From an optimization exercise on the open Yosys and OpenROAD flow, aimed at small area, a short achievable clock period and few clock cycles; shortcuts taken in it are not production practice. Where RTL was checked, it was by simulation tests only, not by an equivalence proof against the original. Function not checked in runs 1 to 5: the RTL went through the layout flow alone. Power is estimated from default activity; no workload was simulated.

[config.mk]
export PLATFORM = sky130hd
export DESIGN_NAME = pool_accel
export DESIGN_NICKNAME = pool_accel
export VERILOG_FILES = /design/flow/design.v
export SDC_FILE = /design/flow/constraint.sdc
export NUM_CORES = 4
export LEC_CHECK = 0
export CAP_MARGIN = 20
export CORE_MARGIN = 2
export CORE_UTILIZATION = 40
export CTS_BUF_LIST = sky130_fd_sc_hd__clkbuf_4 sky130_fd_sc_hd__clkbuf_8
export CTS_CLUSTER_SIZE = 30
export SLEW_MARGIN = 20
[design.v]
package pool_pkg;
    typedef logic [31:0] word_t;
    typedef logic [7:0] dim_t;
    typedef logic [1:0] ksize_t;
    typedef enum logic {
        POOL_MAX = 1'b0,   
        POOL_SUM = 1'b1    
    } pool_mode_e;
    typedef enum logic [1:0] {
        OP_CONF = 2'd0,
        OP_DEST = 2'd1,
        OP_RUN  = 2'd2
    } cmd_op_e;
    typedef enum logic [1:0] {
        ST_IDLE,
        ST_RUN,
        ST_DRAIN
    } ctrl_state_e;
    localparam int CONF_KSIZE_LSB  = 0;
    localparam int CONF_STRIDE_LSB = 2;
    localparam int CONF_MODE_BIT   = 4;
    localparam int CONF_WIDTH_LSB  = 8;
    localparam int CONF_HEIGHT_LSB = 16;
endpackage
module pool_accel (
    input  logic        clk,
    input  logic        rst,
    input  logic        cmd_valid_i,
    input  logic [1:0]  cmd_op_i,
    input  logic [31:0] cmd_rj_i,
    input  logic [31:0] cmd_rk_i,
    output logic        rsp_valid_o,
    output logic        wb_cyc_o,
    output logic        wb_stb_o,
    output logic        wb_we_o,
    output logic [31:0] wb_adr_o,
    output logic [31:0] wb_dat_o,
    input  logic [31:0] wb_dat_i,
    input  logic        wb_ack_i
);
    logic [31:0] src_q;
    logic [31:0] dst_q;
    logic [7:0]  w_q;
    logic [7:0]  h_q;
    logic [1:0]  k_q;       
    logic [1:0]  s_q;       
    logic        mode_q;    
    logic        busy_q;
    logic        rsp_q;
    logic        cmd_acc;
    logic        conf_acc;
    logic        dest_acc;
    logic        run_acc;
    logic        fits;
    assign cmd_acc  = cmd_valid_i && !busy_q;
    assign conf_acc = cmd_acc && (cmd_op_i == 2'd0);
    assign dest_acc = cmd_acc && (cmd_op_i == 2'd1);
    assign run_acc  = cmd_acc && (cmd_op_i == 2'd2);
    assign fits     = ({6'd0, k_q} <= w_q) && ({6'd0, k_q} <= h_q);
    always_ff @(posedge clk) begin
        if (conf_acc) begin
            src_q  <= cmd_rj_i;
            k_q    <= (cmd_rk_i[1:0] == 2'd0) ? 2'd1 : cmd_rk_i[1:0];
            s_q    <= (cmd_rk_i[3:2] == 2'd0) ? 2'd1 : cmd_rk_i[3:2];
            mode_q <= cmd_rk_i[4];
            w_q    <= cmd_rk_i[15:8];
            h_q    <= cmd_rk_i[23:16];
        end
        if (dest_acc) begin
            dst_q <= cmd_rj_i;
        end
    end
    logic        k1;
    logic        k3;
    logic [12:0] w4;        
    logic [12:0] km1w4;     
    logic [12:0] sw4;       
    logic [1:0]  jump;      
    assign k1    = (k_q == 2'd1);
    assign k3    = (k_q == 2'd3);
    assign w4    = {3'd0, w_q, 2'd0};
    assign km1w4 = k3 ? {2'd0, w_q, 3'd0} : (k1 ? 13'd0 : w4);
    assign sw4   = (s_q[1] ? {2'd0, w_q, 3'd0} : 13'd0) + (s_q[0] ? w4 : 13'd0);
    assign jump  = (s_q > k_q) ? (s_q - k_q + 2'd1) : 2'd1;
    logic [1:0]  i_q;
    logic [7:0]  c_q;
    logic [1:0]  cnt_q;
    logic [7:0]  y_q;
    logic        rdone_q;    
    logic [12:0] dlt_q;      
    logic        i_end;
    logic        nxt_cpl;
    logic        x_fits;
    logic        y_fits;
    logic [1:0]  cstep;
    logic [12:0] dlt_nxt;
    assign i_end   = (i_q == k_q - 2'd1);
    assign nxt_cpl = i_end && (cnt_q == 2'd0);
    assign x_fits  = ({1'b0, c_q} + {7'd0, s_q} + 9'd1) <= {1'b0, w_q};
    assign y_fits  = ({1'b0, y_q} + {7'd0, s_q} + {7'd0, k_q}) <= {1'b0, h_q};
    assign cstep   = (cnt_q == 2'd0) ? jump : 2'd1;
    always_comb begin
        if (!i_end) begin
            dlt_nxt = w4;
        end else if (cnt_q != 2'd0 || x_fits) begin
            dlt_nxt = {9'd0, cstep, 2'd0} - km1w4;
        end else begin
            dlt_nxt = sw4 - km1w4 - {3'd0, c_q, 2'd0};
        end
    end
    logic        stb_q;
    logic        we_q;
    logic [31:0] adr_q;
    logic [31:0] oth_q;
    logic        t_first_q;  
    logic        t_last_q;
    logic        t_cpl_q;
    logic        pend_q;     
    logic        wq_q;       
    logic [31:0] d_q;
    logic        dv_q;
    logic        d_first_q;
    logic        d_last_q;
    logic        d_cpl_q;
    logic [31:0] acc_q;      
    logic        cv_q;       
    logic        c_cpl_q;    
    logic [31:0] c1_q;       
    logic [31:0] p2_q;       
    logic [31:0] res_q;
    logic        bnd;
    logic        go_w;
    logic        go_r;
    logic        swap;
    logic        fin;
    logic [31:0] adr_sum;
    assign bnd     = busy_q && (!stb_q || wb_ack_i);
    assign go_w    = wq_q || (cv_q && c_cpl_q);
    assign go_r    = !go_w && !rdone_q && (!nxt_cpl || !pend_q || (stb_q && we_q));
    assign swap    = go_w || we_q;
    assign fin     = busy_q && rdone_q && stb_q && we_q && wb_ack_i;
    assign adr_sum = adr_q + (we_q ? 32'd4 : {{19{dlt_q[12]}}, dlt_q});
    always_ff @(posedge clk) begin
        if (rst) begin
            busy_q  <= 1'b0;
            rsp_q   <= 1'b0;
            stb_q   <= 1'b0;
            pend_q  <= 1'b0;
            wq_q    <= 1'b0;
            rdone_q <= 1'b1;
        end else begin
            rsp_q <= conf_acc || dest_acc || (run_acc && !fits) || fin;
            if (run_acc && fits) begin
                busy_q  <= 1'b1;
                rdone_q <= 1'b0;
                pend_q  <= 1'b0;
                wq_q    <= 1'b0;
            end
            if (fin) begin
                busy_q <= 1'b0;
            end
            if (cv_q && c_cpl_q) begin
                wq_q <= 1'b1;
            end
            if (stb_q && we_q && wb_ack_i) begin
                pend_q <= 1'b0;
            end
            if (bnd) begin
                stb_q <= go_w || go_r;
                if (go_w) begin
                    wq_q <= 1'b0;
                end
                if (go_r && nxt_cpl) begin
                    pend_q <= 1'b1;
                end
                if (go_r && nxt_cpl && !x_fits && !y_fits) begin
                    rdone_q <= 1'b1;
                end
            end
        end
    end
    always_ff @(posedge clk) begin
        if (run_acc) begin
            adr_q <= src_q;
            oth_q <= dst_q;
            we_q  <= 1'b0;
            dlt_q <= '0;
            i_q   <= '0;
            c_q   <= '0;
            cnt_q <= k_q - 2'd1;
            y_q   <= '0;
        end else if (bnd && (go_w || go_r)) begin
            we_q  <= go_w;
            adr_q <= swap ? oth_q : adr_sum;
            if (swap) begin
                oth_q <= adr_sum;
            end
            if (go_r) begin
                t_first_q <= (i_q == 2'd0);
                t_last_q  <= i_end;
                t_cpl_q   <= nxt_cpl;
                dlt_q     <= dlt_nxt;
                if (!i_end) begin
                    i_q <= i_q + 2'd1;
                end else begin
                    i_q <= '0;
                    if (cnt_q != 2'd0) begin
                        cnt_q <= cnt_q - 2'd1;
                        c_q   <= c_q + 8'd1;
                    end else if (x_fits) begin
                        cnt_q <= (s_q > k_q) ? k_q - 2'd1 : s_q - 2'd1;
                        c_q   <= c_q + {6'd0, jump};
                    end else begin
                        cnt_q <= k_q - 2'd1;
                        c_q   <= '0;
                        y_q   <= y_q + {6'd0, s_q};
                    end
                end
            end
        end
    end
    logic        sa_q;       
    logic        sp_q;       
    logic        sc_q;       
    logic        wb_p2_q;    
    logic [31:0] ux;
    logic [32:0] ut;
    logic [31:0] u;
    assign ux = ({32{sa_q}} & d_q) | ({32{sp_q}} & p2_q) | ({32{sc_q}} & c1_q);
    assign ut = {acc_q[31], acc_q} + ({ux[31], ux} ^ {33{!mode_q}}) + {32'd0, !mode_q};
    assign u  = mode_q ? ut[31:0] : (ut[32] ? ux : acc_q);
    always_ff @(posedge clk) begin
        d_q       <= wb_dat_i;
        d_first_q <= t_first_q;
        d_last_q  <= t_last_q;
        d_cpl_q   <= t_cpl_q;
        c_cpl_q   <= d_cpl_q;
        if (rst) begin
            dv_q    <= 1'b0;
            cv_q    <= 1'b0;
            sa_q    <= 1'b0;
            sp_q    <= 1'b0;
            sc_q    <= 1'b0;
            wb_p2_q <= 1'b0;
        end else begin
            dv_q    <= stb_q && !we_q && wb_ack_i;
            cv_q    <= dv_q && d_last_q;
            sa_q    <= stb_q && !we_q && wb_ack_i && !t_first_q;
            sp_q    <= dv_q && d_last_q && d_cpl_q && k3;
            sc_q    <= (dv_q && d_last_q && (d_cpl_q ? !k1 && !k3 : k3)) || (cv_q && c_cpl_q && k3);
            wb_p2_q <= (dv_q && d_last_q && !d_cpl_q && k3) || (cv_q && c_cpl_q && k3);
        end
    end
    always_ff @(posedge clk) begin
        if (dv_q) begin
            acc_q <= d_first_q ? d_q : u;
        end
        if (wb_p2_q) begin
            p2_q <= u;
        end
        if (wb_p2_q || (cv_q && !k3)) begin
            c1_q <= acc_q;
        end
        if (cv_q && c_cpl_q) begin
            res_q <= k1 ? acc_q : u;
        end
    end
    assign rsp_valid_o = rsp_q;
    assign wb_cyc_o    = stb_q;
    assign wb_stb_o    = stb_q;
    assign wb_we_o     = we_q;
    assign wb_adr_o    = adr_q;
    assign wb_dat_o    = res_q;
endmodule
[constraint.sdc]
create_clock -name core_clock -period 10.0 [get_ports {clk}]
set_input_delay 2.0000 -clock core_clock [delete_from_list [all_inputs] [get_ports {clk}]]
set_output_delay 2.0000 -clock core_clock [all_outputs]
set_load 0.01 [all_outputs]
[run.sh]
#!/bin/bash
# synth_recipe.tcl (not shown) runs the flow's synth.tcl, then flattens the netlist and writes it again
# the make line also repeats each setting of config.mk as NAME=value (left out here)
make -C /OpenROAD-flow-scripts/flow DESIGN_CONFIG=/design/flow/config.mk WORK_HOME=/design/flow/orfs CLKGATE_MAP_FILE= SYNTH_SCRIPT=/design/flow/synth_recipe.tcl finish
==> metrics.md, run 1 <==
| Metric | Value |
|---|---|
| Fin crit period | 5.44 ns |
| Flop2flop setup slack | 4.56 ns |
| Synth Register Bits | 360 |
| Initial antenna violation count | 4 |
| Max Fclk | 0.184 GHz |
| Status | finished clean |
| Die area | 52000 sq um |
| GRT Residual Overflow | 0 |
| CTS tree | done |
| Clock sink count | 360 |
| Post-CTS Hold Fix Bufs | 0 |
| Syn Area/Cell | 10.6 sq um |
| Arr. time, crit path | 5.82 ns |
| First-pass GRT wire length | 80.9 mm |
| # IOs | 170 |
| Post-route cell area | 23700 sq um |
| Worst Setup End Kind | flop |
| Hold depth | 0 |
| Buffers on Ports | 158 |
| Post-route antenna net violation count | 0 |
| Period utilization | 0.544 |
| TritonCTS buffer count | 67 |
| Fin. Hold Viols | 0 |
| Most common flop cell mapped by yosys | edfxtp_1 |
| CP Class | reg -> reg |
| TNS Setup | 0 ns |
| Tightest Pin Transition | 0.877 ns |
| FFs w/ async S/R, synth | 0 |
| Max-slew headroom | 0.414 |
| Post_cts resized | 0 |
| Slew Viols, Final | 0 |
| GRT Overall Usage | 0.196 |
| Via density per instance | 5.36 |
| Iter 0 DRT Violations | 986 |
| Starting Density | 0.403 |
| WHS | 0.337 ns |
| Sequential area share after synthesis | 0.499 |
| Footprint of the multi-input gates | 9340 sq um |
| Sequential Area | 10000 sq um |
| Largest cells by area after synthesis | edfxtp_1 42%, dfxtp_1 7.8%, ha_1 6.7% |
| Bufs on Longest Clock Path | 3 |
| Postcts setup bufs | 0 |
| Reg2reg path depth | 15 |
| Dominant cell type by area after synthesis | edfxtp_1 |
| Final Skew | 0.0260 ns |
| Chip width | 228 um |
| Number of H-tree levels | 3 |
| Netlist cell types | 81 |
| Fin nets | 2297 |
| Wire per inst | 18.3 um |
| Max VDD drop | 0.000135 V |
| Cell with the most instances after synthesis | edfxtp_1 |
| RePlAce Congestion | 0.908 |
| CTS Root Cell | clkbuf_8 |
| Via count | 14937 |
| Final wirelength | 51.0 mm |
| Cell Area, Synth | 20100 sq um |
| Post-synth EDFFs | 282 |
| Router iterations before antenna repair | 5 |
| Top cell type's share of synthesized area | 0.422 |
| DP Area | 22300 sq um |
| DRC viols | 0 |
| Filler cell count | 4656 |
| Core box area | 49900 sq um |
| Die H | 228 um |
| Pleak | 9.16 nW |
| Worst path required time | 10.38 ns |
| Worst Hold Class | reg -> reg |
| Number of global-route vias before repair | 15013 |
| Pwr per Cell Area | 149 nW/um^2 |
| Max-cap viol count | 0 |
| Critical Path Fanout Max | 33 |
| Crit path launch type | flop |
| Rows | 82 |
| Synthesized instance count | 1901 |
| Commonest cells post-synth | 282 x edfxtp_1, 260 x nand2_1, 125 x a21oi_1 |
| Post-Syn Nets | 2135 |
| Largest net degree at the start of global routing | 91 |
| Share of cells above drive strength 1 | 0.104 |
| Layout area overhead | 18.0% |
| Detailed Place HPWL | 34.3 mm |
| Clk pin slew, worst setup/hold paths | 0.06 ns |
| Setup-failing EPs final | 0 |
| Clock Latency Late Sink | 0.65 ns |
| Unrepaired setup endpoints after global routing | false |
| Synthesis warning total | 1 |
## report_power, final
part	switching (mW)	leakage (nW)	internal, mW
Combinational	0.216	5.22	0.180
Clock	0.639	0.724	0.808
Sequential	0.0231	3.21	1.66
Total	0.878	9.16	2.65
## sequential cells by signal, summed over array words and instances (netlist names), 2 cells and up
register  cells
acc_q        32
adr_q        32
c1_q         32
d_q          32
dst_q        32
oth_q        32
p2_q         32
res_q        32
src_q        32
dlt_q        11
c_q           8
h_q           8
w_q           8
y_q           8
cnt_q         2
i_q           2
k_q           2
s_q           2
## metal layers
metal,track usage,vias to the layer above,share of wire
li1,-,7262,-
met1,0.248,7168,0.44
met2,0.331,411,0.48
met3,0.0441,90,0.059
met4,0.0664,6,0.026
met5,0,-,0.00076
## critical path, cell delays in order (launching register included)
cell	delay, ns
dfxtp_1	0.29
buf_4	0.28
a222oi_1	0.60
mux2i_1	0.42
inv_1	0.10
fa_1	0.44
a211o_2	0.40
a31oi_4	0.25
a2111oi_4	0.14
nor4_4	0.36
nor3_2	0.12
a31oi_4	0.42
buf_4	0.52
and2_1	0.45
a21boi_0	0.15
o22a_1	0.23
## through the flow
step            util  total power, mW  setup WS [ns]  instances
6_report       0.475             3.53           4.56       2787
5_1_grt        0.475             3.68           4.27       2787
4_1_cts        0.475             3.57           4.50       2786
3_5_place_dp   0.448             2.11           4.53       2666
3_3_place_gp   0.448             2.10           4.62       2666
2_1_floorplan      -             1.98           4.80       1901
## cells by family after synthesis
| kind of cell | synth area share |
|---|---|
| XOR/XNOR | 0.0493 |
| AO/OA/AOI/OAI | 0.155 |
| buffers and inverters | 0.0361 |
| multiplexers | 0.0450 |
| flip-flops | 0.499 |
| adder cells (fa/ha/maj) | 0.0912 |
| AND/OR/NAND/NOR | 0.124 |
## layout by cell type, fill, tap and decap left out, drive strengths merged, types with 51 or more instances in the layout
cell type	netlist	routed
edfxtp	282	282
nand2	260	260
clkdlybuf4s50	0	158
o21ai	128	128
a21oi	125	125
ha	108	108
nor2	102	102
inv	96	100
clkbuf	74	100
xnor2	79	79
dfxtp	78	78
mux2	51	51
## area by class of cell
class / count / area share
timing repair buffer: 181 / 0.0740
inverter: 96 / 0.0152
clock buffer: 100 / 0.0512
multi-input combinational: 1357 / 0.394
clock inverter: 20 / 0.00623
sequential: 360 / 0.423
antenna: 1 / 0.000106
tap: 672 / 0.0355
## path summary, 6_finish.rpt
path	end	from
worst min register to register	d_last_q$_DFF_P_	t_last_q$_DFFE_PP_
worst max-delay path	res_q[0]$_DFFE_PP_	sa_q$_SDFF_PP0_
worst max register to register	res_q[0]$_DFFE_PP_	sa_q$_SDFF_PP0_
worst min-delay path	d_last_q$_DFF_P_	t_last_q$_DFFE_PP_
==> run 2, diff against run 1 <==
--- a/config.mk
+++ b/config.mk
@@ -8,6 +8,5 @@
 export CAP_MARGIN = 20
 export CORE_MARGIN = 2
 export CORE_UTILIZATION = 40
-export CTS_BUF_LIST = sky130_fd_sc_hd__clkbuf_4 sky130_fd_sc_hd__clkbuf_8
-export CTS_CLUSTER_SIZE = 30
+export SETUP_SLACK_MARGIN = 5
 export SLEW_MARGIN = 20
==> run 2 against run 1 <==
Final cell count decreased by 1.4%. Count of clock-buffer cells in the layout is 52 lower. Wire length barely moved. Area after synthesis unchanged. Still clean. First-iteration DRC count down 1.6%. Fmax up 13%. Design area increased by 0.59%. Synthesized cell count is the same. Total power grew 4.0%. Clock skew is 0.0044 ns lower.
==> metrics.md, run 2 <==
| Metric | Value |
|---|---|
| Via density per instance | 5.35 |
| Unrepaired setup endpoints after global routing | false |
| Detailed Place HPWL | 34.6 mm |
| ANT cells | 0 |
| Netlist cell types | 81 |
| Share of cells above drive strength 1 | 0.0877 |
| Core box area | 49900 sq um |
| TritonCTS buffer count | 42 |
| Post-CTS Hold Fix Bufs | 0 |
| Core Util, Final | 0.478 |
| WHS | 0.347 ns |
| Final Skew | 0.0216 ns |
| Cell Area, Synth | 20100 sq um |
| Main combinational cell family by area after synthesis | compound AO/OA/AOI/OAI gates |
| Crit path max-delay family | compound AO/OA/AOI/OAI gates |
| Largest cells by area after synthesis | edfxtp_1 42%, dfxtp_1 7.8%, ha_1 6.7% |
| Dominant cell type by area after synthesis | edfxtp_1 |
| CTS tree | done |
| CP Class | reg -> reg |
| Period utilization | 0.481 |
| Post-synth EDFFs | 282 |
| Xor/xnor share of the synthesized area | 0.0493 |
| Worst path bufs/invs | 3 |
| Clk pin slew, worst setup/hold paths | 0.06 ns |
| TNS Setup | 0 ns |
| Sequential area share after synthesis | 0.499 |
| Largest net degree at the start of global routing | 89 |
| GRT Overall Usage | 0.194 |
| Max-slew headroom | 0.394 |
| Pleak | 9.16 nW |
| Max VDD drop | 0.000124 V |
| Slowest stage delay, CP | 0.50 ns |
| CTS Root Cell | clkbuf_16 |
| Critical Path, Cell by Cell | buf_4, a222oi_1, mux2i_1, inv_1, fa_1, a211o_2, a31oi_4, a2111oi_4, nor4_4, nor3_2, a31oi_4, clkbuf_8, mux2_1, mux2i_1, o21ai_1 |
| RePlAce Congestion | 0.900 |
| Bufs on Longest Clock Path | 3 |
| Number of H-tree levels | 2 |
| Compound-cell area share of the yosys netlist | 0.155 |
| Buffers on Ports | 158 |
| Worst Setup End Kind | flop |
| Slew Viols, Final | 0 |
| Top cell type's share of synthesized area | 0.422 |
| DP Worst Slack | 4.47 ns |
| Clock sink count | 360 |
| Synth Area in Adders | 0.0912 |
| First-pass GRT wire length | 80.4 mm |
| Cell with the most instances after synthesis | edfxtp_1 |
| Synth Register Bits | 360 |
| Max Fclk | 0.208 GHz |
| Critical Path Fanout Max | 33 |
| Syn Area/Cell | 10.6 sq um |
| Status | finished clean |
| FFs w/ async S/R, synth | 0 |
| Layout area overhead | 18.7% |
| Rows | 82 |
| Synthesis warning total | 1 |
| Iter 0 DRT Violations | 970 |
| Die area | 52000 sq um |
| Wire per inst | 18.6 um |
| Worst setup margin | 5.19 ns |
| Clock Latency Late Sink | 0.58 ns |
| Arr. time, crit path | 5.11 ns |
| Post-route cell area | 23800 sq um |
| Worst Hold Class | reg -> reg |
| Fin crit period | 4.81 ns |
| DRC viols | 0 |
| Max-cap viol count | 0 |
| Crit path launch type | flop |
| Pwr per Cell Area | 154 nW/um^2 |
| Router iterations before antenna repair | 7 |
| DP Area | 22300 sq um |
| Commonest cells post-synth | 282 x edfxtp_1, 260 x nand2_1, 125 x a21oi_1 |
| Via count | 14704 |
| Post-synthesis simple-gate area fraction | 0.124 |
| GRT Residual Overflow | 0 |
| Post-Syn Nets | 2135 |
| Post-route antenna net violation count | 0 |
| # IOs | 170 |
| Tightest Pin Transition | 0.906 ns |
| Most frequent cells in the layout | 282 x edfxtp_1, 260 x nand2_1, 158 x clkdlybuf4s50_1 |
| Starting Density | 0.403 |
| Worst path required time | 10.30 ns |
| Fin. Hold Viols | 0 |
| Chip width | 228 um |
| Most common flop cell mapped by yosys | edfxtp_1 |
| Number of global-route vias before repair | 14760 |
| Mux cell area share after synthesis | 0.0450 |
| Die H | 228 um |
| Setup-failing EPs final | 0 |
| Initial antenna violation count | 3 |
| Fin nets | 2277 |
| Most common cell after layout, fill and taps aside | edfxtp_1 |
| Slowest cell on the critical path | a222oi_1 |
| Synthesized instance count | 1901 |
| Final wirelength | 51.0 mm |
run 2: cell types whose count changed in the layout (fill, tap and decap cells not counted), sizes merged:
cell | previous run | this run
buf | 23 | 26
bufinv | 1 | 6
clkbuf | 100 | 50
clkinv | 14 | 22
clkinvlp | 1 | 0
diode | 1 | 0
inv | 100 | 97
run 2: timing repair:
item	in CTS	in global routing
setup buffers	2	2
cloned	0	0
setup endpoints to repair	68	48
pin swaps	2	1
resized for setup	2	10
run 2: layer usage:
layer | wire [um] | track usage
met5 | 38 | 0
met4 | 1360 | 0.0603
met3 | 2880 | 0.0385
met2 | 24100 | 0.326
met1 | 22600 | 0.252
run 2: layout make-up:
type | instances | area [sq um]
Clock buffer | 48 | 1080
Timing Repair Buffer | 186 | 1810
Sequential cell | 360 | 10000
Multi-Input combinational cell | 1357 | 9370
Fill cell | 4652 | 26000
Tap cell | 672 | 841
Inverter | 96 | 360
Clock inverter | 29 | 340
run 2: path summary, 6_finish.rpt:
check	endpoint	slack (ns)	cells after the start	from
min reg2reg	d_last_q$_DFF_P_	0.35	0	t_last_q$_DFFE_PP_
max	res_q[31]$_DFFE_PP_	5.19	15	sa_q$_SDFF_PP0_
max reg2reg	res_q[31]$_DFFE_PP_	5.19	15	sa_q$_SDFF_PP0_
min	d_last_q$_DFF_P_	0.35	0	t_last_q$_DFFE_PP_
run 2: through the flow:
stage | power (mW) | cells
floorplan | 1.98 | 1901
global placement | 2.10 | 2667
detailed placement | 2.11 | 2667
CTS | 3.71 | 2746
global route | 3.82 | 2748
finish | 3.67 | 2748
run 2: cell families (layout without fill, tap and decap cells):
logic type                 after synthesis  in the layout
and+or+nand+nor                        546            546
buffers and inverters                  184            359
muxes                                   84             84
AOI/OAI and AO/OA                      482            482
adders and majority gates              132            132
xor gates and xnor gates               113            113
DFF                                    360            360
run 2: power by group:
part	internal, mW	switching (mW)	leakage, nW
Sequential	1.66	0.0237	3.21
Clock	0.940	0.645	0.698
Combinational	0.181	0.217	5.25
Total	2.78	0.886	9.16
==> run 3, diff against run 2 <==
--- a/config.mk
+++ b/config.mk
@@ -8,5 +8,5 @@
 export CAP_MARGIN = 20
 export CORE_MARGIN = 2
 export CORE_UTILIZATION = 40
-export SETUP_SLACK_MARGIN = 5
+export CTS_BUF_LIST = sky130_fd_sc_hd__clkbuf_4
 export SLEW_MARGIN = 20
==> run 3 against run 2 <==
Synthesized cell count unchanged. Count of clock-buffer cells in the layout up 108. Via count up 3.3%. Still clean on timing, DRC and antenna. First-iteration DRC count down 3.9%.
==> metrics.md, run 3 <==
| Metric | Value |
|---|---|
| Worst path bufs/invs | 3 |
| Max-slew headroom | 0.405 |
| Core box area | 49900 sq um |
| Worst Hold Class | reg -> reg |
| First-pass GRT wire length | 81.5 mm |
| Main combinational cell family by area after synthesis | compound AO/OA/AOI/OAI gates |
| Unrepaired setup endpoints after global routing | false |
| Met2 Wirelength | 24.5 mm |
| Core Util, Final | 0.474 |
| Die area | 52000 sq um |
| Max Fclk | 0.185 GHz |
| Compound-cell area share of the yosys netlist | 0.155 |
| Post-route antenna net violation count | 0 |
| Die H | 228 um |
| Post-CTS Hold Fix Bufs | 0 |
| Worst path required time | 10.58 ns |
| Register share of total power | 0.488 |
| Iter 0 DRT Violations | 932 |
| Final Skew | 0.0604 ns |
| Tightest Pin Transition | 0.889 ns |
| Initial antenna violation count | 5 |
| Post-synthesis simple-gate area fraction | 0.124 |
| Fin crit period | 5.41 ns |
| Status | finished clean |
| WL met3 | 3.25 mm |
| Power Internal | 2.57 mW |
| Layout area overhead | 17.7% |
| Slowest cell on the critical path | a222oi_1 |
| Pleak | 9.21 nW |
| Crit path max-delay family | compound AO/OA/AOI/OAI gates |
| Chip width | 228 um |
| Synth Register Bits | 360 |
| Detailed Place HPWL | 34.3 mm |
| Fin cells | 2847 |
| CP Class | reg -> reg |
| Netlist cell types | 81 |
| Top cell type's share of synthesized area | 0.422 |
| Arr. time, crit path | 5.99 ns |
| Postcts setup bufs | 0 |
| Clock share of power | 0.397 |
| Post-synth EDFFs | 282 |
| Critical Path Fanout Max | 33 |
| GRT Residual Overflow | 0 |
| Dominant cell type by area after synthesis | edfxtp_1 |
| TritonCTS buffer count | 98 |
| Worst Setup End Kind | flop |
| Number of H-tree levels | 3 |
| Slowest stage delay, CP | 0.59 ns |
| Most common cell after layout, fill and taps aside | edfxtp_1 |
| Max-cap viol count | 0 |
| Setup-failing EPs final | 0 |
| FFs w/ async S/R, synth | 0 |
| Via density per instance | 5.34 |
| Router iterations before antenna repair | 6 |
| CTS Root Cell | clkbuf_4 |
| Net switching power | 0.877 mW |
| Mux cell area share after synthesis | 0.0450 |
| Starting Density | 0.403 |
| Period utilization | 0.541 |
| Uppermost routed layer | met5 |
| Number of global-route vias before repair | 15271 |
| Largest net degree at the start of global routing | 91 |
| Share of cells above drive strength 1 | 0.127 |
| Clock Latency Late Sink | 0.87 ns |
| RePlAce Congestion | 0.908 |
| Sw frac | 0.254 |
| CTS tree | done |
| Pwr per Cell Area | 146 nW/um^2 |
| DRC viols | 0 |
| Final wirelength | 51.3 mm |
| Slew Viols, Final | 0 |
| Via count | 15192 |
| WHS | 0.349 ns |
| # IOs | 170 |
| Buffers on Ports | 158 |
| Critical Path, Cell by Cell | buf_4, a222oi_1, mux2i_1, inv_1, fa_1, a211o_2, a31oi_4, a2111oi_4, nor4_4, nor3_2, a31oi_4, buf_4, and2_1, a21boi_0, o22a_1 |
| Crit path launch type | flop |
| Wire per inst | 18.0 um |
| Bufs on Longest Clock Path | 3 |
| Comb pwr share | 0.115 |
| Xor/xnor share of the synthesized area | 0.0493 |
| TNS Setup | 0 ns |
| Rows | 82 |
| GRT Overall Usage | 0.197 |
| Synthesis warning total | 1 |
| Fin nets | 2328 |
| Synthesized instance count | 1901 |
| Post_cts resized | 0 |
| Max VDD drop | 0.0000786 V |
| Most frequent cells in the layout | 282 x edfxtp_1, 260 x nand2_1, 158 x clkdlybuf4s50_1 |
| Inst Count DP | 2666 |
| Most common flop cell mapped by yosys | edfxtp_1 |
| Clock sink count | 360 |
| Clk pin slew, worst setup/hold paths | 0.06 ns |
| Post-Syn Nets | 2135 |
| Synth Area in Adders | 0.0912 |
| Fin. Hold Viols | 0 |
| Sequential area share after synthesis | 0.499 |
| WL met1 | 22.0 mm |
| Cell with the most instances after synthesis | edfxtp_1 |
| Cell Area, Synth | 20100 sq um |
| Syn Area/Cell | 10.6 sq um |
| Largest cells by area after synthesis | edfxtp_1 42%, dfxtp_1 7.8%, ha_1 6.7% |
| Commonest cells post-synth | 282 x edfxtp_1, 260 x nand2_1, 125 x a21oi_1 |
[run 3: cell counts after synthesis]
Identical to the previous run, type by type.
[run 3: routing by layer]
| metal | global-route usage | vias to the layer above |
|---|---|---|
| met3 | 0.0509 | 108 |
| li1 | - | 7369 |
| met5 | 0 | - |
| met2 | 0.332 | 444 |
| met4 | 0.0707 | 6 |
| met1 | 0.245 | 7265 |
[run 3: power groups by stage]
stage	clock network [mW]	logic [mW]	registers, mW
floorplan	0	0.271	1.71
global placement	0	0.387	1.72
CTS	1.42	0.398	1.68
finish	1.37	0.396	1.68
detailed placement	0	0.395	1.72
global route	1.50	0.447	1.69
[run 3: area by class of cell]
| class | instances | area (sq um) |
|---|---|---|
| Timing Repair Buffer | 181 | 1750 |
| Sequential cell | 360 | 10000 |
| Antenna cell | 4 | 10.0 |
| Multi-Input combinational cell | 1357 | 9340 |
| Clock buffer | 156 | 1170 |
| Fill cell | 4681 | 26200 |
| Tap cell | 672 | 841 |
| Inverter | 96 | 360 |
| Clock inverter | 21 | 134 |
[run 3: cell families (layout without fill, tap and decap cells)]
| kind of cell | after synthesis | count (layout) |
|---|---|---|
| and+or+nand+nor | 546 | 546 |
| AOI/OAI and AO/OA | 482 | 482 |
| DFF | 360 | 360 |
| buffers and inverters | 184 | 454 |
| adders and majority gates | 132 | 132 |
| xor gates and xnor gates | 113 | 113 |
| muxes | 84 | 84 |
| other | 0 | 4 |
[run 3: final timing paths]
path / end / slack [ns] / cells past startpoint / startpoint
max: res_q[0]$_DFFE_PP_ / 4.59 / 15 / sa_q$_SDFF_PP0_
min: d_last_q$_DFF_P_ / 0.35 / 0 / t_last_q$_DFFE_PP_
max reg2reg: res_q[0]$_DFFE_PP_ / 4.59 / 15 / sa_q$_SDFF_PP0_
min reg2reg: d_last_q$_DFF_P_ / 0.35 / 0 / t_last_q$_DFFE_PP_
[run 3: per-stage QoR]
step	power [mW]	setup WS, ns	area (sq um)
floorplan	1.98	4.80	20100
global placement	2.10	4.62	22300
detailed placement	2.11	4.53	22300
CTS	3.51	4.51	23600
global route	3.63	4.28	23600
finish	3.45	4.59	23600
==> run 4, diff against run 3 <==
==> flow/run.sh (new file) <==
#!/bin/bash
# The standard layout, with the port buffers made of plain buffers.
set -euo pipefail
export BUFFER_PORTS_ARGS="-buffer_cell sky130_fd_sc_hd__buf_1"
bash standard.sh finish > layout.log 2>&1
==> standard.sh (new file) <==
#!/bin/bash
# synth_recipe.tcl (not shown) runs the flow's synth.tcl, then flattens the netlist and writes it again
# the make line also repeats each setting of config.mk as NAME=value (left out here)
make -C /OpenROAD-flow-scripts/flow DESIGN_CONFIG=/design/flow/config.mk WORK_HOME=/design/flow/orfs CLKGATE_MAP_FILE= SYNTH_SCRIPT=/design/flow/synth_recipe.tcl "${@:-finish}"
--- a/config.mk
+++ b/config.mk
@@ -8,5 +8,5 @@
 export CAP_MARGIN = 20
 export CORE_MARGIN = 2
 export CORE_UTILIZATION = 40
-export CTS_BUF_LIST = sky130_fd_sc_hd__clkbuf_4
+export SETUP_SLACK_MARGIN = 5
 export SLEW_MARGIN = 20
removed: run.sh
==> run 4 against run 3 <==
Total power increased by 4.5%. Still clean on timing, DRC and antenna. Register-to-register slack improved by 0.62 ns. Synthesized cell count unchanged. Utilization decreased by 1.5 points. Count of clock-buffer cells in the layout decreased by 100. Die area unchanged. Largest power group unchanged. Critical path depth increased by 1. Flip-flop and latch count unchanged. Area after synthesis unchanged.
==> metrics.md, run 4 <==
| Metric | Value |
|---|---|
| CTS Root Cell | clkbuf_16 |
| Register share of total power | 0.467 |
| Setup-failing EPs final | 0 |
| Final wirelength | 50.6 mm |
| Worst Hold Class | reg -> reg |
| Syn Area/Cell | 10.6 sq um |
| Die H | 228 um |
| Netlist cell types | 81 |
| Unrepaired setup endpoints after global routing | false |
| Share of cells above drive strength 1 | 0.0895 |
| Die area | 52000 sq um |
| Levels on crit path | 16 |
| Cell with the most instances after synthesis | edfxtp_1 |
| FFs w/ async S/R, synth | 0 |
| Post-route antenna net violation count | 0 |
| Synth Register Bits | 360 |
| Synthesis warning total | 1 |
| Fin crit period | 4.79 ns |
| Clock share of power | 0.431 |
| Crit path launch type | flop |
| Arr. time, crit path | 5.10 ns |
| First-pass GRT wire length | 80.4 mm |
| CTS tree | done |
| Fin nets | 2280 |
| Max-cap viol count | 0 |
| Bufs on Longest Clock Path | 3 |
| CP dominant cell by count | a31oi_4 |
| Layout area overhead | 14.0% |
| DRC viols | 0 |
| Crit path max-delay family | compound AO/OA/AOI/OAI gates |
| Sw frac | 0.243 |
| Buffers on Ports | 158 |
| Tightest Pin Transition | 1.06 ns |
| Filler cell count | 4709 |
| Core Util, Final | 0.459 |
| RePlAce Congestion | 0.858 |
| Sequential area share after synthesis | 0.499 |
| Slew Viols, Final | 0 |
| Power Internal | 2.73 mW |
| Iter 0 DRT Violations | 936 |
| Commonest cells post-synth | 282 x edfxtp_1, 260 x nand2_1, 125 x a21oi_1 |
| Worst setup endpoint | res_q[1]$_DFFE_PP_ |
| Slowest stage delay, CP | 0.44 ns |
| TritonCTS buffer count | 41 |
| # IOs | 170 |
| Most common flop cell mapped by yosys | edfxtp_1 |
| Router iterations before antenna repair | 5 |
| Fin. Hold Viols | 0 |
| GRT Overall Usage | 0.193 |
| Inst Count DP | 2667 |
| Rows | 82 |
| Via count | 14698 |
| Pwr per Cell Area | 158 nW/um^2 |
| Initial antenna violation count | 4 |
| Post-Syn Nets | 2135 |
| GRT Residual Overflow | 0 |
| Net switching power | 0.878 mW |
| Final Skew | 0.0228 ns |
| Slowest cell on the critical path | nor4_4 |
| Clk pin slew, worst setup/hold paths | 0.06 ns |
| Worst path required time | 10.31 ns |
| Detailed Place HPWL | 34.1 mm |
| Post-synth EDFFs | 282 |
| Comb pwr share | 0.102 |
| Worst path bufs/invs | 4 |
| Max VDD drop | 0.000152 V |
| Top cell type's share of synthesized area | 0.422 |
| Wire per inst | 18.4 um |
| Worst Setup End Kind | flop |
| Flop2flop setup slack | 5.21 ns |
| Most frequent cells in the layout | 282 x edfxtp_1, 260 x nand2_1, 158 x buf_1 |
| Largest net degree at the start of global routing | 89 |
| TNS Setup | 0 ns |
| Reg-to-Reg End | res_q[1]$_DFFE_PP_ |
| Synthesized instance count | 1901 |
| Via density per instance | 5.34 |
| Chip width | 228 um |
| Period utilization | 0.479 |
| CP startpoint | sa_q$_SDFF_PP0_ |
| Starting Density | 0.403 |
| Clock Latency Late Sink | 0.59 ns |
| Fin cells | 2752 |
| Status | finished clean |
| Critical Path Fanout Max | 33 |
| Cell Area, Synth | 20100 sq um |
| Largest cells by area after synthesis | edfxtp_1 42%, dfxtp_1 7.8%, ha_1 6.7% |
| R2r startpoint | sa_q$_SDFF_PP0_ |
| Pleak | 8.73 nW |
| Clock sink count | 360 |
| Max Fclk | 0.209 GHz |
| Number of H-tree levels | 2 |
| Reg2reg path depth | 16 |
| Critical Path, Cell by Cell | buf_6, a222oi_1, buf_4, mux2i_4, inv_1, fa_1, a211o_2, a31oi_4, a2111oi_4, nor4_4, nor3_2, a31oi_4, buf_12, mux2i_1, o21ai_1, mux2_2 |
| Most common cell after layout, fill and taps aside | edfxtp_1 |
| Max-slew headroom | 0.293 |
| Dominant cell type by area after synthesis | edfxtp_1 |
| Core box area | 49900 sq um |
| CP Class | reg -> reg |
| Number of global-route vias before repair | 14708 |
run 4: how the worst min path moves through the flow:
stage	slack, ns	cells past startpoint	start	endpoint
after floorplan	0.32	0	t_cpl_q$_DFFE_PP_	d_cpl_q$_DFF_P_
after global placement	0.32	0	t_last_q$_DFFE_PP_	d_last_q$_DFF_P_
after detailed placement	0.33	0	t_last_q$_DFFE_PP_	d_last_q$_DFF_P_
after CTS	0.36	0	t_last_q$_DFFE_PP_	d_last_q$_DFF_P_
after global routing	0.36	0	t_last_q$_DFFE_PP_	d_last_q$_DFF_P_
final	0.35	0	t_last_q$_DFFE_PP_	d_last_q$_DFF_P_
run 4: layer usage:
metal  up-vias  routed length [um]  track usage
met4         4                1320       0.0619
met5         -                  29            0
li1       7225                   -            -
met3        93                2780       0.0406
met2       340               24500        0.331
met1      7036               22000        0.244
run 4: area by class of cell:
type	count	area, sq um	share of cell area
Sequential cell	360	10000	0.438
Multi-Input combinational cell	1357	9380	0.410
Clock buffer	56	1140	0.0499
Timing Repair Buffer	190	878	0.0384
Tap cell	672	841	0.0367
Inverter	96	360	0.0157
Clock inverter	19	254	0.0111
Antenna cell	2	5.00	0.000219
run 4: timing repair:
| item | in CTS | in global routing |
|---|---|---|
| resized for setup | 6 | 9 |
| cloned | 0 | 1 |
| hold buffers | 0 | 0 |
| endpoints found under the setup margin | 86 | 61 |
| pin swaps | 1 | 3 |
| buffers inserted | 2 | 5 |
run 4: kinds of logic after synthesis:
group                      after synthesis  share of synthesized area
muxes                                   84                     0.0450
adders and majority gates              132                     0.0912
DFF                                    360                      0.499
xor gates and xnor gates               113                     0.0493
and+or+nand+nor                        546                      0.124
AOI/OAI and AO/OA                      482                      0.155
buffers and inverters                  184                     0.0361
run 4: through the flow:
stage	area (sq um)	setup WS (ns)	total power, mW	hold WS, ns
2_1_floorplan	20100	5.62	1.98	0.323
3_3_place_gp	21400	4.62	2.07	0.324
3_5_place_dp	21400	4.50	2.08	0.329
4_1_cts	22800	5.03	3.65	0.359
5_1_grt	22900	5.01	3.75	0.360
6_report	22900	5.21	3.61	0.354
run 4: power by group through the flow:
stage	logic (mW)	clock network [mW]	registers, mW
6_report	0.368	1.55	1.68
5_1_grt	0.421	1.65	1.69
4_1_cts	0.369	1.59	1.68
3_5_place_dp	0.365	0	1.72
3_3_place_gp	0.356	0	1.72
2_1_floorplan	0.271	0	1.71
run 4: worst reg2reg max path: stages (launching register included):
cell       delay, ns
dfxtp_1         0.31
buf_6           0.21
a222oi_1        0.42
buf_4           0.20
mux2i_4         0.27
inv_1           0.09
fa_1            0.43
a211o_2         0.39
a31oi_4         0.26
a2111oi_4       0.13
nor4_4          0.44
nor3_2          0.13
a31oi_4         0.35
buf_12          0.24
mux2i_1         0.23
o21ai_1         0.11
mux2_2          0.33
==> run 5, diff against run 4 <==
--- a/design.v
+++ b/design.v
@@ -140,6 +140,7 @@
     assign swap    = go_w || we_q;
     assign fin     = busy_q && rdone_q && stb_q && we_q && wb_ack_i;
     assign adr_sum = adr_q + (we_q ? 32'd4 : {{19{dlt_q[12]}}, dlt_q});
+    logic        adv_q;
     always_ff @(posedge clk) begin
         if (rst) begin
             busy_q  <= 1'b0;
@@ -148,8 +149,10 @@
             pend_q  <= 1'b0;
             wq_q    <= 1'b0;
             rdone_q <= 1'b1;
+            adv_q   <= 1'b0;
         end else begin
             rsp_q <= conf_acc || dest_acc || (run_acc && !fits) || fin;
+            adv_q <= bnd && go_r;
             if (run_acc && fits) begin
                 busy_q  <= 1'b1;
                 rdone_q <= 1'b0;
@@ -165,17 +168,17 @@
             if (stb_q && we_q && wb_ack_i) begin
                 pend_q <= 1'b0;
             end
+            if (adv_q && nxt_cpl) begin
+                pend_q <= 1'b1;
+                if (!x_fits && !y_fits) begin
+                    rdone_q <= 1'b1;
+                end
+            end
             if (bnd) begin
                 stb_q <= go_w || go_r;
                 if (go_w) begin
                     wq_q <= 1'b0;
                 end
-                if (go_r && nxt_cpl) begin
-                    pend_q <= 1'b1;
-                end
-                if (go_r && nxt_cpl && !x_fits && !y_fits) begin
-                    rdone_q <= 1'b1;
-                end
             end
         end
     end
@@ -184,37 +187,42 @@
             adr_q <= src_q;
             oth_q <= dst_q;
             we_q  <= 1'b0;
+        end else if (bnd && (go_w || go_r)) begin
+            we_q  <= go_w;
+            adr_q <= swap ? oth_q : adr_sum;
+            if (swap) begin
+                oth_q <= adr_sum;
+            end
+            if (go_r) begin
+                t_first_q <= (i_q == 2'd0);
+                t_last_q  <= i_end;
+                t_cpl_q   <= nxt_cpl;
+            end
+        end
+    end
+    always_ff @(posedge clk) begin
+        if (run_acc) begin
             dlt_q <= '0;
             i_q   <= '0;
             c_q   <= '0;
             cnt_q <= k_q - 2'd1;
             y_q   <= '0;
-        end else if (bnd && (go_w || go_r)) begin
-            we_q  <= go_w;
-            adr_q <= swap ? oth_q : adr_sum;
-            if (swap) begin
-                oth_q <= adr_sum;
-            end
-            if (go_r) begin
-                t_first_q <= (i_q == 2'd0);
-                t_last_q  <= i_end;
-                t_cpl_q   <= nxt_cpl;
-                dlt_q     <= dlt_nxt;
-                if (!i_end) begin
-                    i_q <= i_q + 2'd1;
+        end else if (adv_q) begin
+            dlt_q <= dlt_nxt;
+            if (!i_end) begin
+                i_q <= i_q + 2'd1;
+            end else begin
+                i_q <= '0;
+                if (cnt_q != 2'd0) begin
+                    cnt_q <= cnt_q - 2'd1;
+                    c_q   <= c_q + 8'd1;
+                end else if (x_fits) begin
+                    cnt_q <= (s_q > k_q) ? k_q - 2'd1 : s_q - 2'd1;
+                    c_q   <= c_q + {6'd0, jump};
                 end else begin
-                    i_q <= '0;
-                    if (cnt_q != 2'd0) begin
-                        cnt_q <= cnt_q - 2'd1;
-                        c_q   <= c_q + 8'd1;
-                    end else if (x_fits) begin
-                        cnt_q <= (s_q > k_q) ? k_q - 2'd1 : s_q - 2'd1;
-                        c_q   <= c_q + {6'd0, jump};
-                    end else begin
-                        cnt_q <= k_q - 2'd1;
-                        c_q   <= '0;
-                        y_q   <= y_q + {6'd0, s_q};
-                    end
+                    cnt_q <= k_q - 2'd1;
+                    c_q   <= '0;
+                    y_q   <= y_q + {6'd0, s_q};
                 end
             end
         end
==> run.sh (new file) <==
#!/bin/bash
# synth_recipe.tcl (not shown) runs the flow's synth.tcl, then flattens the netlist and writes it again
# the make line also repeats each setting of config.mk as NAME=value (left out here)
make -C /OpenROAD-flow-scripts/flow DESIGN_CONFIG=/design/flow/config.mk WORK_HOME=/design/flow/orfs CLKGATE_MAP_FILE= SYNTH_SCRIPT=/design/flow/synth_recipe.tcl finish
removed: flow/run.sh
removed: standard.sh
==> run 5 against run 4 <==
Still clean. Non-clock buffer count fell by 2. Hold slack gained 0.022 ns. Clock skew shrank 0.0075 ns. Sequential power hardly changed. Die area increased by 0.84%. Critical path depth down 3. Critical endpoint is now res_q[28]$_DFFE_PP_. Largest cell class unchanged.
==> metrics.md, run 5 <==
| Metric | Value |
|---|---|
| Worst path required time | 10.30 ns |
| Clk pin slew, worst setup/hold paths | 0.06 ns |
| RePlAce Congestion | 0.906 |
| Most frequent cells in the layout | 282 x edfxtp_1, 264 x nand2_1, 158 x clkdlybuf4s50_1 |
| Netlist cell types | 80 |
| Footprint of the multi-input gates | 9520 sq um |
| Chip width | 229 um |
| CP Class | reg -> reg |
| Max-slew headroom | 0.389 |
| Via count | 15309 |
| Post-route cell area | 23900 sq um |
| Via density per instance | 5.51 |
| Max VDD drop | 0.000128 V |
| Rows | 82 |
| Buffers on Ports | 158 |
| Met2 Wirelength | 26.1 mm |
| Synth Register Bits | 361 |
| Top cell type's share of synthesized area | 0.418 |
| Bufs on Longest Clock Path | 3 |
| Synthesized instance count | 1933 |
| Post-Syn Nets | 2167 |
| Clock Latency Late Sink | 0.58 ns |
| R2r startpoint | sa_q$_SDFF_PP0_ |
| Most common cell after layout, fill and taps aside | edfxtp_1 |
| Router iterations before antenna repair | 7 |
| CTS tree | done |
| GRT Overall Usage | 0.204 |
| Wire per inst | 19.5 um |
| Critical Path, Cell by Cell | buf_4, a222oi_1, xnor2_1, ha_1, a21o_1, a21oi_1, o21ai_1, a31o_1, or3_4, o211a_2, nor2_4, o21ai_1, a22o_1 |
| Reg2reg path depth | 13 |
| CTS Root Cell | clkbuf_16 |
| Final Skew | 0.0153 ns |
| Period utilization | 0.469 |
| Pwr per Cell Area | 146 nW/um^2 |
| Sequential Area | 10000 sq um |
| Sequential area share after synthesis | 0.496 |
| ANT cells | 0 |
| Tightest Pin Transition | 0.914 ns |
| Worst Setup End Kind | flop |
| Largest cells by area after synthesis | edfxtp_1 42%, dfxtp_1 7.8%, ha_1 6.7% |
| DRC viols | 0 |
| Fin crit period | 4.69 ns |
| Final wirelength | 54.2 mm |
| Fin nets | 2308 |
| Number of H-tree levels | 2 |
| Detailed Place HPWL | 36.7 mm |
| Flop2flop setup slack | 5.31 ns |
| Layout area overhead | 17.8% |
| Iter 0 DRT Violations | 1352 |
| CP startpoint | sa_q$_SDFF_PP0_ |
| DP Area | 22500 sq um |
| GRT Residual Overflow | 0 |
| Critical Path Fanout Max | 33 |
| Pleak | 9.08 nW |
| Pwr Total | 3.49 mW |
| Commonest cells post-synth | 282 x edfxtp_1, 264 x nand2_1, 129 x a21oi_1 |
| Die H | 229 um |
| WL met1 | 23.2 mm |
| Worst Hold Class | reg -> reg |
| Slew Viols, Final | 0 |
| FFs w/ async S/R, synth | 0 |
| WL met3 | 3.40 mm |
| # IOs | 170 |
| Number of global-route vias before repair | 15315 |
| Status | finished clean |
| First-pass GRT wire length | 85.1 mm |
| Most common flop cell mapped by yosys | edfxtp_1 |
| Core Util, Final | 0.477 |
| Reg-to-Reg End | res_q[28]$_DFFE_PP_ |
| Initial antenna violation count | 3 |
| Slowest cell on the critical path | a222oi_1 |
| Uppermost routed layer | met5 |
| TNS Setup | 0 ns |
| CP dominant cell by count | o21ai_1 |
| Clock sink count | 361 |
| Syn Area/Cell | 10.5 sq um |
| Max-cap viol count | 0 |
| Setup-failing EPs final | 0 |
| Post-route antenna net violation count | 0 |
| Synthesis warning total | 1 |
| Cell with the most instances after synthesis | edfxtp_1 |
| Unrepaired setup endpoints after global routing | false |
| Worst setup endpoint | res_q[28]$_DFFE_PP_ |
| Max Fclk | 0.213 GHz |
| Share of cells above drive strength 1 | 0.0699 |
| Fin. Hold Viols | 0 |
| Arr. time, crit path | 4.99 ns |
| TritonCTS buffer count | 40 |
| Largest net degree at the start of global routing | 65 |
| Core box area | 50100 sq um |
| Crit path launch type | flop |
| Filler cell count | 4685 |
| Cell Area, Synth | 20300 sq um |
| Slowest stage delay, CP | 0.67 ns |
| Dominant cell type by area after synthesis | edfxtp_1 |
| Starting Density | 0.404 |
| Post-synth EDFFs | 282 |
| Die area | 52400 sq um |
run 5: worst min path at each step:
stage,startpoint,endpoint,depth (start not counted)
after global routing,t_cpl_q$_DFFE_PP_,d_cpl_q$_DFF_P_,0
after floorplan,t_cpl_q$_DFFE_PP_,d_cpl_q$_DFF_P_,0
after detailed placement,t_cpl_q$_DFFE_PP_,d_cpl_q$_DFF_P_,0
final,t_last_q$_DFFE_PP_,d_last_q$_DFF_P_,0
after global placement,t_last_q$_DFFE_PP_,d_last_q$_DFF_P_,0
after CTS,t_cpl_q$_DFFE_PP_,d_cpl_q$_DFF_P_,0
run 5: through the flow:
step                      hold WS [ns]  setup WS [ns]  cells
after floorplan                  0.323           5.19   1933
after CTS                        0.367           5.01   2767
after detailed placement         0.361           4.67   2694
final                            0.377           5.31   2776
after global routing             0.369           5.04   2776
after global placement           0.352           4.70   2694
run 5: cells by family after synthesis:
| kind of cell | synth area share |
|---|---|
| xor gates and xnor gates | 0.0510 |
| adders and majority gates | 0.0904 |
| and+or+nand+nor | 0.129 |
| AOI/OAI and AO/OA | 0.162 |
| DFF | 0.496 |
| buffers and inverters | 0.0360 |
| muxes | 0.0352 |
run 5: where the power goes:
group          total [mW]  internal (mW)  switching [mW]
Clock                1.45          0.824           0.628
Combinational       0.362          0.161           0.200
Sequential           1.68           1.66          0.0216
run 5: area by class of cell:
cell class	count	share of cell area
flip-flops and latches	361	0.421
multi-input cells	1384	0.399
repair buffers	188	0.0762
clock buffers	59	0.0480
well taps	672	0.0352
inverters	99	0.0156
clock inverters	13	0.00498
run 5: timing repair:
item,4_1_cts,5_1_grt
setup endpoints to repair,48,70
gates resized for setup,3,7
buffers inserted,0,9
gates cloned,1,0
hold buffers,0,0
endpoints found under the hold margin,0,0
pin swaps,1,1
run 5: critical path: cells and delay by family, from the launching register on:
family,cells,cell delay [ns]
DFF,1,0.30
AOI/OAI and AO/OA,8,2.39
and+or+nand+nor,2,0.91
adders and majority gates,1,0.39
buffers and inverters,1,0.27
xor gates and xnor gates,1,0.13
run 5: routing by layer:
layer / global-route usage / vias up
li1: - / 7399
met5: 0 / -
met2: 0.351 / 479
met3: 0.0372 / 94
met4: 0.0629 / 6
met1: 0.261 / 7331
==> run 6, diff against run 5 <==
--- a/design.v
+++ b/design.v
@@ -234,9 +234,12 @@
     logic [31:0] ux;
     logic [32:0] ut;
     logic [31:0] u;
-    assign ux = ({32{sa_q}} & d_q) | ({32{sp_q}} & p2_q) | ({32{sc_q}} & c1_q);
-    assign ut = {acc_q[31], acc_q} + ({ux[31], ux} ^ {33{!mode_q}}) + {32'd0, !mode_q};
-    assign u  = mode_q ? ut[31:0] : (ut[32] ? ux : acc_q);
+    logic        xnone;
+    assign xnone = !(sa_q || sp_q || sc_q);
+    assign ux    = ({32{sa_q}} & d_q) | ({32{sp_q}} & p2_q) | ({32{sc_q}} & c1_q)
+                 | {xnone && !mode_q, 31'd0};
+    assign ut    = {ux[31], ux} + ({acc_q[31], acc_q} ^ {33{!mode_q}}) + {32'd0, !mode_q};
+    assign u     = mode_q ? ut[31:0] : (ut[32] ? acc_q : ux);
     always_ff @(posedge clk) begin
         d_q       <= wb_dat_i;
         d_first_q <= t_first_q;
@@ -270,7 +273,7 @@
             c1_q <= acc_q;
         end
         if (cv_q && c_cpl_q) begin
-            res_q <= k1 ? acc_q : u;
+            res_q <= u;
         end
     end
     assign rsp_valid_o = rsp_q;
==> flow/run.sh (new file) <==
#!/bin/bash
# The standard layout, with the port buffers made of plain buffers.
set -euo pipefail
export BUFFER_PORTS_ARGS="-buffer_cell sky130_fd_sc_hd__buf_1"
bash standard.sh SETUP_SLACK_MARGIN=5 finish > layout.log 2>&1
==> standard.sh (new file) <==
#!/bin/bash
# synth_recipe.tcl (not shown) runs the flow's synth.tcl, then flattens the netlist and writes it again
# the make line also repeats each setting of config.mk as NAME=value (left out here)
make -C /OpenROAD-flow-scripts/flow DESIGN_CONFIG=/design/flow/config.mk WORK_HOME=/design/flow/orfs CLKGATE_MAP_FILE= SYNTH_SCRIPT=/design/flow/synth_recipe.tcl "${@:-finish}"
--- a/config.mk
+++ b/config.mk
@@ -8,5 +8,4 @@
 export CAP_MARGIN = 20
 export CORE_MARGIN = 2
 export CORE_UTILIZATION = 40
-export SETUP_SLACK_MARGIN = 5
 export SLEW_MARGIN = 20
removed: run.sh
==> run 6 against run 5 <==
First-iteration DRC count down 24%. Total power up 2.6%. Sequential power about the same. Via count down 2.4%.
==> metrics.md, run 6 <==
| Metric | Value |
|---|---|
| Status | finished clean |
| Slowest cell on the critical path | nor4_4 |
| Post-synth EDFFs | 282 |
| Xor/xnor share of the synthesized area | 0.0512 |
| Clk pin slew, worst setup/hold paths | 0.06 ns |
| Clock Latency Late Sink | 0.57 ns |
| GRT Residual Overflow | 0 |
| Die H | 227 um |
| Max Fclk | 0.212 GHz |
| Slew Viols, Final | 0 |
| Max-cap viol count | 0 |
| Footprint of the multi-input gates | 9110 sq um |
| Top cell type's share of synthesized area | 0.426 |
| Tightest Pin Transition | 1.06 ns |
| Detailed Place HPWL | 36.0 mm |
| Sw frac | 0.241 |
| TritonCTS buffer count | 42 |
| Crit path max-delay family | compound AO/OA/AOI/OAI gates |
| Fin cells | 2734 |
| FFs w/ async S/R, synth | 0 |
| Max-slew headroom | 0.295 |
| Buffers on Ports | 158 |
| Worst Setup End Kind | flop |
| Clock sink count | 361 |
| Via count | 14946 |
| Cell with the most instances after synthesis | edfxtp_1 |
| Most common flop cell mapped by yosys | edfxtp_1 |
| # IOs | 170 |
| Most common cell after layout, fill and taps aside | edfxtp_1 |
| Filler cell count | 4605 |
| RePlAce Congestion | 0.919 |
| First-pass GRT wire length | 83.4 mm |
| DP Worst Slack | 4.51 ns |
| Netlist cell types | 79 |
| Pleak | 8.67 nW |
| Largest net degree at the start of global routing | 99 |
| Levels on crit path | 14 |
| Fin nets | 2271 |
| Sequential Area | 10000 sq um |
| Core box area | 49000 sq um |
| CTS tree | done |
| Fin. Hold Viols | 0 |
| Net switching power | 0.865 mW |
| Synth Register Bits | 361 |
| Register share of total power | 0.471 |
| Period utilization | 0.471 |
| Pwr Total | 3.59 mW |
| Clock share of power | 0.433 |
| TNS Setup | 0 ns |
| Critical Path Fanout Max | 33 |
| Arr. time, crit path | 5.02 ns |
| Synthesis warning total | 1 |
| Share of cells above drive strength 1 | 0.0589 |
| Post-route antenna net violation count | 0 |
| Iter 0 DRT Violations | 1023 |
| Die area | 51400 sq um |
| Pwr per Cell Area | 159 nW/um^2 |
| Syn Area/Cell | 10.5 sq um |
| Final wirelength | 53.6 mm |
| Cell Area, Synth | 19900 sq um |
| Worst path bufs/invs | 2 |
| Compound-cell area share of the yosys netlist | 0.152 |
| Bufs on Longest Clock Path | 3 |
| Worst path required time | 10.31 ns |
| Post-CTS Hold Fix Bufs | 0 |
| Layout area overhead | 13.7% |
| Critical Path, Cell by Cell | buf_4, a222oi_1, buf_4, a21o_1, fa_1, nor2b_1, o31ai_1, a21oi_1, a21oi_2, nor4_4, o21ai_1, nand2_4, mux2_2, mux2_2 |
| Post-synthesis simple-gate area fraction | 0.137 |
| Initial antenna violation count | 2 |
| Starting Density | 0.406 |
| Rows | 81 |
| Synth Area in Adders | 0.0923 |
| Comb pwr share | 0.096 |
| Synthesized instance count | 1898 |
| Sequential area share after synthesis | 0.506 |
| Max VDD drop | 0.000143 V |
| GRT Overall Usage | 0.209 |
| Fin crit period | 4.71 ns |
| Number of global-route vias before repair | 15148 |
| Worst setup margin | 5.29 ns |
| Inst Count DP | 2652 |
| Largest cells by area after synthesis | edfxtp_1 43%, dfxtp_1 8.0%, ha_1 6.8% |
| Wire per inst | 19.6 um |
| Crit path launch type | flop |
| Worst Hold Class | reg -> reg |
| CTS Root Cell | clkbuf_16 |
| Dominant cell type by area after synthesis | edfxtp_1 |
| Final Skew | 0.0133 ns |
| Setup-failing EPs final | 0 |
| Via density per instance | 5.47 |
| DRC viols | 0 |
| Main combinational cell family by area after synthesis | compound AO/OA/AOI/OAI gates |
| ANT cells | 0 |
| Chip width | 227 um |
| Router iterations before antenna repair | 7 |
| Post-Syn Nets | 2132 |
| Number of H-tree levels | 2 |
| Unrepaired setup endpoints after global routing | false |
| Reg2reg path depth | 14 |
| CP Class | reg -> reg |
| Hold depth | 0 |
| Most frequent cells in the layout | 282 x edfxtp_1, 245 x nand2_1, 158 x buf_1 |
| Slowest stage delay, CP | 0.51 ns |
| Core Util, Final | 0.461 |
| Mux cell area share after synthesis | 0.0245 |
| Power Internal | 2.72 mW |
| Commonest cells post-synth | 282 x edfxtp_1, 245 x nand2_1, 125 x a21oi_1 |
run 6: cell count changes in the layout (fill, tap and decap cells not counted), moves of 10 or more:
cell	previous run	this run
o21ai_0	120	61
nor2_1	97	121
clkdlybuf4s50_1	158	0
mux2_2	21	8
o21ai_1	6	37
a22oi_1	25	36
nand3_1	30	63
o221ai_1	35	14
nand2_1	264	245
a222oi_1	14	4
buf_1	0	158
run 6: through the flow:
stage / hold slack [ns] / cell area [sq um]
floorplan: 0.323 / 19900
global placement: 0.326 / 21100
detailed placement: 0.339 / 21100
CTS: 0.358 / 22500
global route: 0.362 / 22600
finish: 0.356 / 22600
run 6: kinds of logic (layout without fill, tap and decap cells):
kind of cell / after synthesis / count (layout)
and+or+nand+nor: 589 / 590
AOI/OAI and AO/OA: 461 / 461
DFF: 361 / 361
buffers and inverters: 192 / 363
adders and majority gates: 132 / 132
xor gates and xnor gates: 116 / 116
muxes: 47 / 47
run 6: what timing repair did:
item | in CTS | in global routing
setup endpoints to repair | 77 | 8
resized for setup | 3 | 4
setup buffers | 1 | 3
cloned | 0 | 1
pin swaps | 0 | 1
run 6: area by class of cell:
| class | count | share of cell area |
|---|---|---|
| flip-flops and latches | 361 | 0.445 |
| repair buffers | 182 | 0.0348 |
| clock inverters | 20 | 0.00682 |
| inverters | 104 | 0.0173 |
| clock buffers | 57 | 0.0551 |
| multi-input cells | 1346 | 0.404 |
| well taps | 664 | 0.0368 |
run 6: worst paths after layout:
path                            slack (ns)               start                 end
worst min register to register        0.36  t_last_q$_DFFE_PP_    d_last_q$_DFF_P_
worst max register to register        5.29     sc_q$_SDFF_PP0_  p2_q[26]$_DFFE_PP_
worst max-delay path                  5.29     sc_q$_SDFF_PP0_  p2_q[26]$_DFFE_PP_
worst min-delay path                  0.36  t_last_q$_DFFE_PP_    d_last_q$_DFF_P_
run 6: metal layers:
metal | global-route usage | vias up | share of wire
li1 | - | 7214 | -
met1 | 0.263 | 7194 | 0.43
met2 | 0.363 | 437 | 0.49
met3 | 0.0334 | 97 | 0.058
met4 | 0.0741 | 4 | 0.030
met5 | 0 | - | 0.00045
run 6: power groups by stage:
stage	Sequential (mW)	Clock, mW	Combinational (mW)
finish	1.69	1.55	0.345
floorplan	1.71	0	0.254
detailed placement	1.72	0	0.341
global placement	1.72	0	0.333
global route	1.69	1.64	0.392
CTS	1.69	1.59	0.345
run 6: worst register-to-register path: cells and delay by family, from the launching register on:
kind            cells  cell delay [ns]
compound gates      6             1.30
simple gates        3             1.17
flops               1             0.31
buf+inv             2             0.63
mux                 2             0.67
fa+ha+maj           1             0.39
Testbench counts of run 6, summed over its fixed seeds: cycles 127,638.
==> run 7, diff against run 6 <==
==> flow/run.sh (replaced) <==
#!/bin/bash
# The standard layout, with the port buffers made of plain buffers and a
# larger setup margin for the timing repair.
set -euo pipefail
export BUFFER_PORTS_ARGS="-buffer_cell sky130_fd_sc_hd__buf_1"
bash standard.sh SETUP_SLACK_MARGIN=6.5 finish > layout.log 2>&1
==> run 7 against run 6 <==
Sequential power hardly changed. First-iteration DRC count increased by 5.6%. Clock power barely moved. Combinational power rose by 29%. Design area rose by 14%. Worst setup slack better by 0.91 ns. Count of clock-buffer cells in the layout grew 2. Critical path type unchanged. Critical path depth is 4 higher. Wire length rose by 11%.
==> metrics.md, run 7 <==
| Metric | Value |
|---|---|
| Core box area | 49000 sq um |
| Worst Hold Class | reg -> reg |
| Via density per instance | 5.56 |
| Pwr per Cell Area | 144 nW/um^2 |
| CTS tree | done |
| Post-route antenna net violation count | 0 |
| Pwr Total | 3.70 mW |
| Power Internal | 2.80 mW |
| Rows | 81 |
| Post-synth EDFFs | 282 |
| Dominant cell type by area after synthesis | edfxtp_1 |
| Max-slew headroom | 0.229 |
| CTS Root Cell | clkbuf_16 |
| Commonest cells post-synth | 282 x edfxtp_1, 245 x nand2_1, 125 x a21oi_1 |
| Hold Startpoint | t_last_q$_DFFE_PP_ |
| Largest cells by area after synthesis | edfxtp_1 43%, dfxtp_1 8.0%, ha_1 6.8% |
| Number of global-route vias before repair | 16185 |
| Clock share of power | 0.423 |
| Crit path launch type | flop |
| Final Skew | 0.0124 ns |
| TritonCTS buffer count | 41 |
| Sw frac | 0.244 |
| Register share of total power | 0.457 |
| Fin. Hold Viols | 0 |
| Comb pwr share | 0.120 |
| R2r startpoint | k_q[0]$_SDFFCE_PN1P_ |
| Wire per inst | 20.7 um |
| Final wirelength | 59.6 mm |
| Unrepaired setup endpoints after global routing | true |
| Worst Setup End Kind | flop |
| GRT Residual Overflow | 0 |
| Synth Register Bits | 361 |
| Critical Path, Cell by Cell | ha_4, nor2_4, buf_6, a22oi_2, fa_1, inv_1, fa_1, inv_2, ha_4, nor2b_4, o21ai_2, a21boi_2, o21ai_2, a21oi_2, a21o_1, a21oi_2, xor2_1, o21ai_1 |
| Starting Density | 0.406 |
| Max Fclk | 0.263 GHz |
| RePlAce Congestion | 0.914 |
| Netlist cell types | 79 |
| Most frequent cells in the layout | 282 x edfxtp_1, 238 x nand2_1, 158 x buf_1 |
| Cell Area, Synth | 19900 sq um |
| TNS Setup | 0 ns |
| First-pass GRT wire length | 89.7 mm |
| Slowest cell on the critical path | edfxtp_1 |
| Worst path bufs/invs | 3 |
| Syn Area/Cell | 10.5 sq um |
| Sequential area share after synthesis | 0.506 |
| Most common cell after layout, fill and taps aside | edfxtp_1 |
| Pleak | 9.83 nW |
| Buffers on Ports | 158 |
| Detailed Place HPWL | 36.1 mm |
| Setup-failing EPs final | 0 |
| Tightest Pin Transition | 1.15 ns |
| Fin cells | 2884 |
| Synthesis warning total | 1 |
| Fin nets | 2420 |
| Via count | 16043 |
| Status | finished clean |
| Layout area overhead | 29.2% |
| # IOs | 170 |
| CP startpoint | k_q[0]$_SDFFCE_PN1P_ |
| DRC viols | 0 |
| Initial antenna violation count | 4 |
| Clk pin slew, worst setup/hold paths | 0.06 ns |
| Iter 0 DRT Violations | 1080 |
| Most common flop cell mapped by yosys | edfxtp_1 |
| Post-Syn Nets | 2132 |
| Die H | 227 um |
| Arr. time, crit path | 4.27 ns |
| Largest net degree at the start of global routing | 106 |
| Slew Viols, Final | 0 |
| Synthesized instance count | 1898 |
| Number of H-tree levels | 2 |
| Router iterations before antenna repair | 5 |
| Fin crit period | 3.80 ns |
| Worst path required time | 10.47 ns |
| Clock Latency Late Sink | 0.58 ns |
| Bufs on Longest Clock Path | 3 |
| Post-CTS Hold Fix Bufs | 0 |
| CP Class | reg -> reg |
| Crit path max-delay family | adder cells |
| Share of cells above drive strength 1 | 0.221 |
| Max VDD drop | 0.000157 V |
| GRT Overall Usage | 0.226 |
| FFs w/ async S/R, synth | 0 |
| Top cell type's share of synthesized area | 0.426 |
| Critical Path Fanout Max | 4 |
| Chip width | 227 um |
| Inst Count DP | 2651 |
| Cell with the most instances after synthesis | edfxtp_1 |
| Net switching power | 0.902 mW |
| Slowest stage delay, CP | 0.53 ns |
| Period utilization | 0.380 |
| Die area | 51400 sq um |
| Clock sink count | 361 |
| Max-cap viol count | 0 |
-- run 7: worst register-to-register path: cells and delay by family, from the launching register on --
family | cells | cell delay, ns
simple gates | 2 | 0.28
xor+xnor | 1 | 0.15
buf+inv | 3 | 0.25
flops | 1 | 0.53
fa+ha+maj | 4 | 1.49
compound gates | 8 | 0.99
-- run 7: per-stage QoR --
stage          area, sq um  setup slack (ns)  hold WS [ns]   util
2_1_floorplan        20100              6.32         0.323      -
3_3_place_gp         21300              4.84         0.326  0.434
3_5_place_dp         21300              4.79         0.332  0.434
4_1_cts              24200              6.24         0.346  0.495
5_1_grt              25700              6.08         0.351  0.524
6_report             25700              6.20         0.345  0.524
-- run 7: what timing repair did --
item,CTS,global route
pin swaps,70,115
endpoints found under the setup margin,141,220
gates cloned,8,1
gates resized for setup,126,188
buffers inserted,91,55
-- run 7: cell type report --
type	instances	area, sq um
clock inverters	17	199
multi-input cells	1347	10600
fillers	4280	23300
well taps	664	831
diodes	1	2.50
inverters	104	390
clock buffers	59	1200
flip-flops and latches	361	10100
repair buffers	331	2330
-- run 7: kinds of logic after synthesis --
family / after synthesis / synth area share
AO/OA/AOI/OAI: 461 / 0.152
XOR/XNOR: 116 / 0.0512
adder cells (fa/ha/maj): 132 / 0.0923
buffers and inverters: 192 / 0.0370
flip-flops: 361 / 0.506
multiplexers: 47 / 0.0244
AND/OR/NAND/NOR: 589 / 0.137
-- run 7: path summary, 6_finish.rpt --
| check | endpoint | slack, ns | cells after the start |
|---|---|---|---|
| setup / recovery | dlt_q[11]$_SDFFE_PP0P_ | 6.20 | 18 |
| hold / removal | d_last_q$_DFF_P_ | 0.34 | 0 |
| hold reg to reg | d_last_q$_DFF_P_ | 0.34 | 0 |
| setup reg to reg | dlt_q[11]$_SDFFE_PP0P_ | 6.20 | 18 |
-- run 7: per-layer routing --
metal	global-route usage	wire length (um)	vias to the layer above
met5	0	42	-
li1	-	-	7527
met1	0.272	24100	7806
met4	0.0963	2570	6
met2	0.396	29500	545
met3	0.0402	3440	159
-- run 7: power groups by stage --
stage	Sequential, mW	Combinational (mW)	Clock [mW]
4_1_cts	1.69	0.408	1.60
5_1_grt	1.69	0.493	1.66
2_1_floorplan	1.71	0.267	0
6_report	1.69	0.444	1.57
3_3_place_gp	1.72	0.346	0
3_5_place_dp	1.72	0.353	0

Re-timed with assumed drivers on the ports (clkbuf_16 on the clock, buf_2 on other inputs), run 7 has 6.201 ns of setup slack against 6.201 ns with ideal ports, and 6.122 ns once port delays also move by the mid clock arrival of 0.631 ns.
